Background: an optimization exercise with open tools, aiming at small area, a short achievable clock period and few clock cycles per item. Do not read the settings as production practice. The RTL was checked by simulation tests, not by an equivalence proof against the original design.

## nn_top
module nn_top #(
  parameter int data_w = 16,
  parameter int frac_w = 8
) (
  input  wire                clk,
  input  wire                rst_n,
  input  wire                in_valid_w1,
  input  wire                in_valid_w2,
  input  wire                in_valid_d,
  input  wire  [data_w-1:0]  weight1,
  input  wire  [data_w-1:0]  weight2,
  input  wire  [data_w-1:0]  data_point,
  output logic               out_valid,
  output logic [data_w-1:0]  out
);
For scale: ~550 flip-flops, roughly 70 I/O pins, roughly 0.036 mm² of cells after synthesis.
clock: 12.0 ns
lec_check: 0
abc_clock_period_in_ps: 4000
cap_margin: 20
core_margin: 2
core_utilization: 40
slew_margin: 20
standard.sh (not shown) runs the stock make flow with config.mk's settings and CLKGATE_MAP_FILE= SYNTH_SCRIPT=/design/flow/synth_recipe.tcl, a recipe that flattens the netlist after the stock synthesis.
==> flow/flow/run.sh <==
#!/bin/bash
set -euo pipefail
bash standard.sh SETUP_SLACK_MARGIN=7.0 finish > standard_flow.log 2>&1
The first run ran to the end with no violations.
Testbench counts at the start, summed over its fixed seeds: cycles 22,400, inferences 3,200.
Then changed:
--- a/flow/config.mk
+++ b/flow/config.mk
@@ -8 +7,0 @@
-export ABC_CLOCK_PERIOD_IN_PS = 4000
What happened:
- The changed run finished with timing, DRC and antenna clean
- clock skew is unchanged
- clock-buffer cell count does not change
- sequential share of layout area does not change

* * *

run A:
nn_top, a different RTL version from the one above (not shown whole).
Size in the first run: ~4000 cells after synthesis, roughly 70 I/O pins, about 36000 um^2 of cells after synthesis.
==> flow/design.v (excerpt) <==
module nn_top #(
  parameter int data_w = 16,
  parameter int frac_w = 8
) (
  input  wire                clk,
  input  wire                rst_n,
  input  wire                in_valid_w1,
  input  wire                in_valid_w2,
  input  wire                in_valid_d,
  input  wire  [data_w-1:0]  weight1,
  input  wire  [data_w-1:0]  weight2,
  input  wire  [data_w-1:0]  data_point,
  output logic               out_valid,
  output logic [data_w-1:0]  out
);
Settings: LEC_CHECK=0, CAP_MARGIN=20, CORE_MARGIN=2, CORE_UTILIZATION=40, SLEW_MARGIN=20; clock period 12.0 ns.
run.sh (not shown) runs the stock make flow with config.mk's settings and CLKGATE_MAP_FILE= SYNTH_SCRIPT=/design/flow/synth_recipe.tcl, a recipe that flattens the netlist after the stock synthesis.
Stock flow here: none of the scripts above is used.
Run A reached the final stage; the timing, design-rule and antenna checks on its layout passed.
Testbench counts of run A, summed over its fixed seeds: cycles 22,400, inferences 3,200.
Inputs modified between run A and run C:
- SETUP_SLACK_MARGIN now 5, previously not set
- ABC_CLOCK_PERIOD_IN_PS now 3000, previously not set
Results
Depth of the critical timing path with buffers and inverters included up about 4.3% in run C wrt run A
Routed wirelength normalized by instance count in run C is 0.64 um higher than in run A
Wire length of the first global-routing pass delta (run C − run A): unfavourable
Run C reports its slowest library cell on the worst path as sky130_fd_sc_hd__fa_1 while run A reports sky130_fd_sc_hd__o2111ai_1.
Compared run C vs run A, and number of antenna violations at the first check in global routing is down in run C.
Taking run A as the reference, in run C setup slack higher.
Comparing run A and run C, the lower weighted congestion reported at the end of routability-driven placement is on run A.

* * *

== sierra ==
Another version of the RTL of nn_top (not shown whole).
Size: about 3100 cells after synthesis, roughly 70 I/O pins, about 0.034 mm^2 of cells after synthesis.
Settings: LEC_CHECK=0, CAP_MARGIN=20, CORE_MARGIN=2, CORE_UTILIZATION=40, SLEW_MARGIN=20; clock period 12.0 ns.
standard.sh (not shown) runs the stock make flow with config.mk's settings and CLKGATE_MAP_FILE= SYNTH_SCRIPT=/design/flow/synth_recipe.tcl, a recipe that flattens the netlist after the stock synthesis.
==> flow/flow/run.sh <==
#!/bin/bash
set -euo pipefail
bash standard.sh SETUP_SLACK_MARGIN=6.5 finish > standard_flow.log 2>&1
Testbench counts of sierra, summed over its fixed seeds: cycles 22,400, inferences 3,200.
Changes in pepper relative to sierra:
==> flow/flow/run.sh <==
#!/bin/bash
set -euo pipefail
bash standard.sh SETUP_SLACK_MARGIN=7.5 finish > standard_flow.log 2>&1
## What came out
- pepper ended with more count of nets after finishing than sierra.
- sierra → pepper: number of vias per cell after detailed routing has remained practically unchanged, clock latency reported for the late side of the worst-skew pair saw little to no change.
- pepper ended up with out[13] as its timing endpoint of the critical path; sierra ended up with out[11].
- For non-clock buffer count, dividing the value from pepper by the value from sierra gives 1.6.
- In pepper relative to sierra, met1 routed wirelength after detailed routing had gone up by a few percent.
- | sum of met2 wire segment lengths after detailed routing | higher: pepper |
- The total area of multi-input combinational cells in pepper is 1.08 times that in sierra.
- pepper: initial antenna violation count is 2 lower than what sierra reported.
- sierra has lower final clock period utilization by the worst path than pepper.
### pepper -> raven
- an added SETUP_SLACK_MARGIN of 5
==> flow/run.sh (new file) <==
#!/bin/bash
# synth_recipe.tcl (not shown) runs the flow's synth.tcl, then flattens the netlist and writes it again
# the make line also repeats each setting of config.mk as NAME=value (left out here)
make -C /OpenROAD-flow-scripts/flow DESIGN_CONFIG=/design/flow/config.mk WORK_HOME=/design/flow/orfs CLKGATE_MAP_FILE= SYNTH_SCRIPT=/design/flow/synth_recipe.tcl finish
removed: flow/flow/run.sh
removed: flow/standard.sh
### Flow results
raven finished every step from synthesis to the final layout, and the layout passed the timing, design-rule and antenna checks. Relative to pepper, minimum setup slack in the final design decreased by 600 ps in raven. Fmax: raven below pepper. Compared with pepper, in raven pre-CTS worst setup slack decreased 230 ps, global-route usage now smaller, total of clock buffers placed in the layout higher. Of the two values seen for most frequent standard cell in the layout excluding fill and tap cells, sky130_fd_sc_hd__a22oi_1 was produced by raven and sky130_fd_sc_hd__inv_1 by pepper. raven vs pepper — finished layout cell area dropped 0.0047 mm^2. raven: wire length lower than pepper.

* * *

Another version of the RTL of nn_top (not shown whole).
Size in the first run: roughly 3100 cells after synthesis, ~0.036 mm² of cells after synthesis.
clock: 12.0 ns
lec_check: 0
cap_margin: 20
core_margin: 2
core_utilization: 40
slew_margin: 20
==> flow/flow/run.sh <==
#!/bin/bash
set -euo pipefail
M=6.8
R=orfs/results/sky130hd/nn_top/base
bash standard.sh SETUP_SLACK_MARGIN=$M synth > synth_flow.log 2>&1
cp $R/1_2_yosys.v $R/1_2_yosys_orig.v
python3 flow/fa_polarity.py $R/1_2_yosys_orig.v $R/1_2_yosys_fapol.v > fa_polarity.log 2>&1
python3 flow/out_adder.py $R/1_2_yosys_fapol.v $R/1_2_yosys_oadd.v > out_adder.log 2>&1
cp $R/1_2_yosys_oadd.v $R/1_2_yosys.v
rm -f $R/1_synth.odb $R/1_synth.sdc
bash standard.sh SETUP_SLACK_MARGIN=$M finish > standard_flow.log 2>&1
Other scripts of this flow, unchanged in this note and not shown: flow/flow/fa_polarity.py, flow/flow/out_adder.py
Testbench counts at the start, summed over its fixed seeds: cycles 22,400, inferences 3,200.
Edit:
--- a/flow/flow/run.sh
+++ b/flow/flow/run.sh
@@ -3 +3 @@
-M=6.8
+M=7.4
CORE_UTILIZATION = 60   (was 40)
Outcome: The changed run completed with no timing, DRC or antenna violations; synthesized cell count does not change; final cell count goes down by 3.2%; worst setup slack improved by 94 ps; sequential share of layout area goes down by 2.6 points; design area goes up by 9.4%; hold slack hardly moves; via count goes up by 10%; count of clock-buffer cells in the layout goes down by 9; flip-flop and latch count does not change; first-iteration DRC count goes up by 9.5%.
Edit:
--- a/flow/flow/run.sh
+++ b/flow/flow/run.sh
@@ -3 +3,2 @@
-M=7.4
+M=7.0
+B="-buffer_cell sky130_fd_sc_hd__buf_2"
@@ -5 +6 @@
-bash standard.sh SETUP_SLACK_MARGIN=$M synth > synth_flow.log 2>&1
+bash standard.sh SETUP_SLACK_MARGIN=$M "BUFFER_PORTS_ARGS=$B" synth > synth_flow.log 2>&1
@@ -11 +12 @@
-bash standard.sh SETUP_SLACK_MARGIN=$M finish > standard_flow.log 2>&1
+bash standard.sh SETUP_SLACK_MARGIN=$M "BUFFER_PORTS_ARGS=$B" finish > standard_flow.log 2>&1
CORE_UTILIZATION = 40   (was 60)
CTS_CLUSTER_DIAMETER = 60   (was unset)
CTS_CLUSTER_SIZE = 30   (was unset)
PLACE_DENSITY = 0.75   (was unset)
After rerunning: Routed wire length went down by a little under a tenth. Setup slack gets better by 24 ps. Sequential cell count does not change. Synthesized cell count stays the same.
Edit:
--- a/flow/flow/run.sh
+++ b/flow/flow/run.sh
@@ -3,2 +3 @@
-M=7.0
-B="-buffer_cell sky130_fd_sc_hd__buf_2"
+M=7.4
@@ -6 +5 @@
-bash standard.sh SETUP_SLACK_MARGIN=$M "BUFFER_PORTS_ARGS=$B" synth > synth_flow.log 2>&1
+bash standard.sh SETUP_SLACK_MARGIN=$M synth > synth_flow.log 2>&1
@@ -12 +11 @@
-bash standard.sh SETUP_SLACK_MARGIN=$M "BUFFER_PORTS_ARGS=$B" finish > standard_flow.log 2>&1
+bash standard.sh SETUP_SLACK_MARGIN=$M finish > standard_flow.log 2>&1
CTS_CLUSTER_DIAMETER = unset   (was 60)
CTS_CLUSTER_SIZE = unset   (was 30)
PLACE_DENSITY = unset   (was 0.75)
Via count rose by 4.0%; synthesized cell count does not change; core utilization rose by 5.3 points; maximum frequency rose by about 0.45%; clock-buffer cell count rose by 49; global-route usage rose by 1.8 points; setup slack gains 22 ps; register-to-register slack gains 40 ps; die area does not change.

* * *

nn_top again, from the RTL that the note above started with.
==> flow/design.v (excerpt) <==
module nn_top #(
  parameter int data_w = 16,
  parameter int frac_w = 8
) (
  input  wire                clk,
  input  wire                rst_n,
  input  wire                in_valid_w1,
  input  wire                in_valid_w2,
  input  wire                in_valid_d,
  input  wire  [data_w-1:0]  weight1,
  input  wire  [data_w-1:0]  weight2,
  input  wire  [data_w-1:0]  data_point,
  output logic               out_valid,
  output logic [data_w-1:0]  out
);
Settings: LEC_CHECK=0, CAP_MARGIN=20, CORE_MARGIN=2, CORE_UTILIZATION=40, CTS_CLUSTER_SIZE=20, PLACE_DENSITY=0.75, SLEW_MARGIN=20; clock period 12.0 ns.
==> flow/flow/run.sh <==
#!/bin/bash
set -euo pipefail
M=7.0
B="-buffer_cell sky130_fd_sc_hd__buf_2"
R=orfs/results/sky130hd/nn_top/base
bash standard.sh SETUP_SLACK_MARGIN=$M "BUFFER_PORTS_ARGS=$B" synth > synth_flow.log 2>&1
cp $R/1_2_yosys.v $R/1_2_yosys_orig.v
python3 flow/fa_polarity.py $R/1_2_yosys_orig.v $R/1_2_yosys_fapol.v > fa_polarity.log 2>&1
python3 flow/out_adder.py $R/1_2_yosys_fapol.v $R/1_2_yosys_oadd.v > out_adder.log 2>&1
cp $R/1_2_yosys_oadd.v $R/1_2_yosys.v
rm -f $R/1_synth.odb $R/1_synth.sdc
bash standard.sh SETUP_SLACK_MARGIN=$M "BUFFER_PORTS_ARGS=$B" finish > standard_flow.log 2>&1
Other scripts of this flow, unchanged in this note and not shown: flow/flow/fa_polarity.py, flow/flow/out_adder.py
The starting point finished with timing, DRC and antenna clean.
Testbench counts at the start, summed over its fixed seeds: cycles 22,400, inferences 3,200.
Change:
- CORE_UTILIZATION: 40 -> 55
- CTS_CLUSTER_SIZE: 20 -> not set
- PLACE_DENSITY: 0.75 -> not set
Result: The changed run completed without violations. Final area rises by 0.35%. Fmax is about the same. Die area falls by 27%. Synthesized area is unchanged. Wire length increases by 5.5%. Sequential share of layout area barely changes. Cell count falls by 6.6%.
Change:
- CORE_UTILIZATION: 55 -> 40
- CTS_BUF_LIST: not set -> sky130_fd_sc_hd__clkbuf_4 sky130_fd_sc_hd__clkbuf_8
The new run completed without violations.
Synthesized area does not change.
Cell area rises by about 1.1%.
Critical path depth falls by 8.
Final cell count rises by about 10%.
Clock skew falls by 0.021 ns.
Change:
- CTS_BUF_LIST: sky130_fd_sc_hd__clkbuf_4 sky130_fd_sc_hd__clkbuf_8 -> not set
The changed run finished with timing, DRC and antenna clean.
Worst hold slack barely changes.
Routed wire length goes down by about 0.6%.
Critical path depth goes up by 11.
Global-route usage goes down by 0.16 points.
Change:
==> flow/flow/run.sh (replaced) <==
#!/bin/bash
set -euo pipefail
M=7.0
R=orfs/results/sky130hd/nn_top/base
bash standard.sh SETUP_SLACK_MARGIN=$M synth > synth_flow.log 2>&1
cp $R/1_2_yosys.v $R/1_2_yosys_orig.v
python3 flow/fa_polarity.py $R/1_2_yosys_orig.v $R/1_2_yosys_fapol.v > fa_polarity.log 2>&1
python3 flow/out_adder.py $R/1_2_yosys_fapol.v $R/1_2_yosys_oadd.v > out_adder.log 2>&1
cp $R/1_2_yosys_oadd.v $R/1_2_yosys.v
rm -f $R/1_synth.odb $R/1_synth.sdc
bash standard.sh SETUP_SLACK_MARGIN=$M finish > standard_flow.log 2>&1
What happened: The new run produced a clean layout; clock skew barely changes; sequential share of layout area shrinks by 0.57 points; worst hold slack gets worse by 0.0062 ns; cell count is about the same; die area stays the same; design area rose by 1.5%; synthesized cell count stays the same; area after synthesis does not change.

* * *

Starting RTL as in the previous note.
==> flow/config.mk <==
export PLATFORM = sky130hd
export DESIGN_NAME = nn_top
export DESIGN_NICKNAME = nn_top
export VERILOG_FILES = /design/flow/design.v
export SDC_FILE = /design/flow/constraint.sdc
export NUM_CORES = 4
export LEC_CHECK = 0
export CAP_MARGIN = 20
export CORE_MARGIN = 2
export CORE_UTILIZATION = 40
export CTS_BUF_LIST = sky130_fd_sc_hd__clkbuf_8 sky130_fd_sc_hd__clkbuf_16
export PLACE_DENSITY = 0.75
export SLEW_MARGIN = 20
==> flow/constraint.sdc <==
create_clock -name core_clock -period 12.0 [get_ports {clk}]
set_input_delay 2.4000 -clock core_clock [delete_from_list [all_inputs] [get_ports {clk}]]
set_output_delay 2.4000 -clock core_clock [all_outputs]
set_load 0.01 [all_outputs]
==> flow/flow/run.sh <==
#!/bin/bash
set -euo pipefail
M=7.0
B="-buffer_cell sky130_fd_sc_hd__buf_2"
R=orfs/results/sky130hd/nn_top/base
bash standard.sh SETUP_SLACK_MARGIN=$M "BUFFER_PORTS_ARGS=$B" synth > synth_flow.log 2>&1
cp $R/1_2_yosys.v $R/1_2_yosys_orig.v
python3 flow/fa_polarity.py $R/1_2_yosys_orig.v $R/1_2_yosys_fapol.v > fa_polarity.log 2>&1
python3 flow/out_adder.py $R/1_2_yosys_fapol.v $R/1_2_yosys_oadd.v > out_adder.log 2>&1
cp $R/1_2_yosys_oadd.v $R/1_2_yosys.v
rm -f $R/1_synth.odb $R/1_synth.sdc
bash standard.sh SETUP_SLACK_MARGIN=$M "BUFFER_PORTS_ARGS=$B" finish > standard_flow.log 2>&1
Other scripts of this flow, unchanged in this note and not shown: flow/flow/fa_polarity.py, flow/flow/out_adder.py
Testbench counts at the start, summed over its fixed seeds: cycles 22,400, inferences 3,200.
==> next run, changes <==
Settings changed: CTS_BUF_LIST sky130_fd_sc_hd__clkbuf_8 sky130_fd_sc_hd__clkbuf_16 to default.
After rerunning:
- The changed run finished clean
- sequential share of layout area stays flat
- maximum frequency is about the same
- global-route usage does not change
- cell area is about the same
- critical path depth stays the same

==> static timing again, ports no longer ideal <==
How much do the figures lean on ideal ports? The routed layouts below were timed once more, with nothing changed but the port constraints.
Step 1 sets driving cells, clkbuf_16 on the clock port and buf_2 on the other inputs (assumed; they add their load-dependent delay and slew).
Step 2 adds t to the input delays and takes it off the output delays; t is the mean of the earliest and latest rising clock arrival at the registers after step 1. Input paths then give back, and output paths get back, about the clock's delay inside the block.
Slacks: ideal ports / drivers / drivers and shift; pairs: ideal ports / drivers.
| run | t (ns) | slack for setup (ns) | worst slew at a driven data input, ns | cell pins on the clock port's net |
|---|---|---|---|---|
| the first run of note 1 | 0.700 | 6.347 / 6.290 / 6.990 | 0.08 | 1 |
| the second run of note 1 | 0.700 | 6.347 / 6.290 / 6.990 | 0.08 | 1 |
| run A | 0.669 | 3.671 / 3.671 / 3.671 | 0.05 | 1 |
| run C | 0.647 | 5.009 / 5.009 / 5.009 | 0.06 | 1 |
| sierra | 0.661 | 5.956 / 5.897 / 6.134 | 0.13 | 1 |
| pepper | 0.656 | 5.853 / 5.795 / 6.451 | 0.07 | 1 |
| raven | 0.686 | 5.249 / 5.185 / 5.465 | 0.05 | 1 |
| the first run of note 4 | 0.672 | 6.940 / 6.903 / 6.940 | 0.06 | 1 |
| the second run of note 4 | 0.696 | 7.034 / 7.034 / 7.034 | 0.05 | 1 |
| the third run of note 4 | 0.647 | 7.058 / 7.052 / 7.058 | 0.04 | 1 |
| the fourth run of note 4 | 0.690 | 7.080 / 7.016 / 7.097 | 0.06 | 1 |
| the first run of note 5 | 0.675 | 7.060 / 7.060 / 7.060 | 0.04 | 1 |
| the second run of note 5 | 0.691 | 7.065 / 7.056 / 7.065 | 0.05 | 1 |
| the third run of note 5 | 0.752 | 7.118 / 7.056 / 7.120 | 0.06 | 1 |
| the fourth run of note 5 | 0.697 | 7.021 / 7.021 / 7.021 | 0.06 | 1 |
| the fifth run of note 5 | 0.680 | 7.078 / 7.011 / 7.099 | 0.06 | 1 |
| the first run of note 6 | 0.674 | 7.054 / 7.054 / 7.054 | 0.04 | 1 |
| the second run of note 6 | 0.675 | 7.060 / 7.060 / 7.060 | 0.04 | 1 |
After both steps every run listed still meets setup and hold.
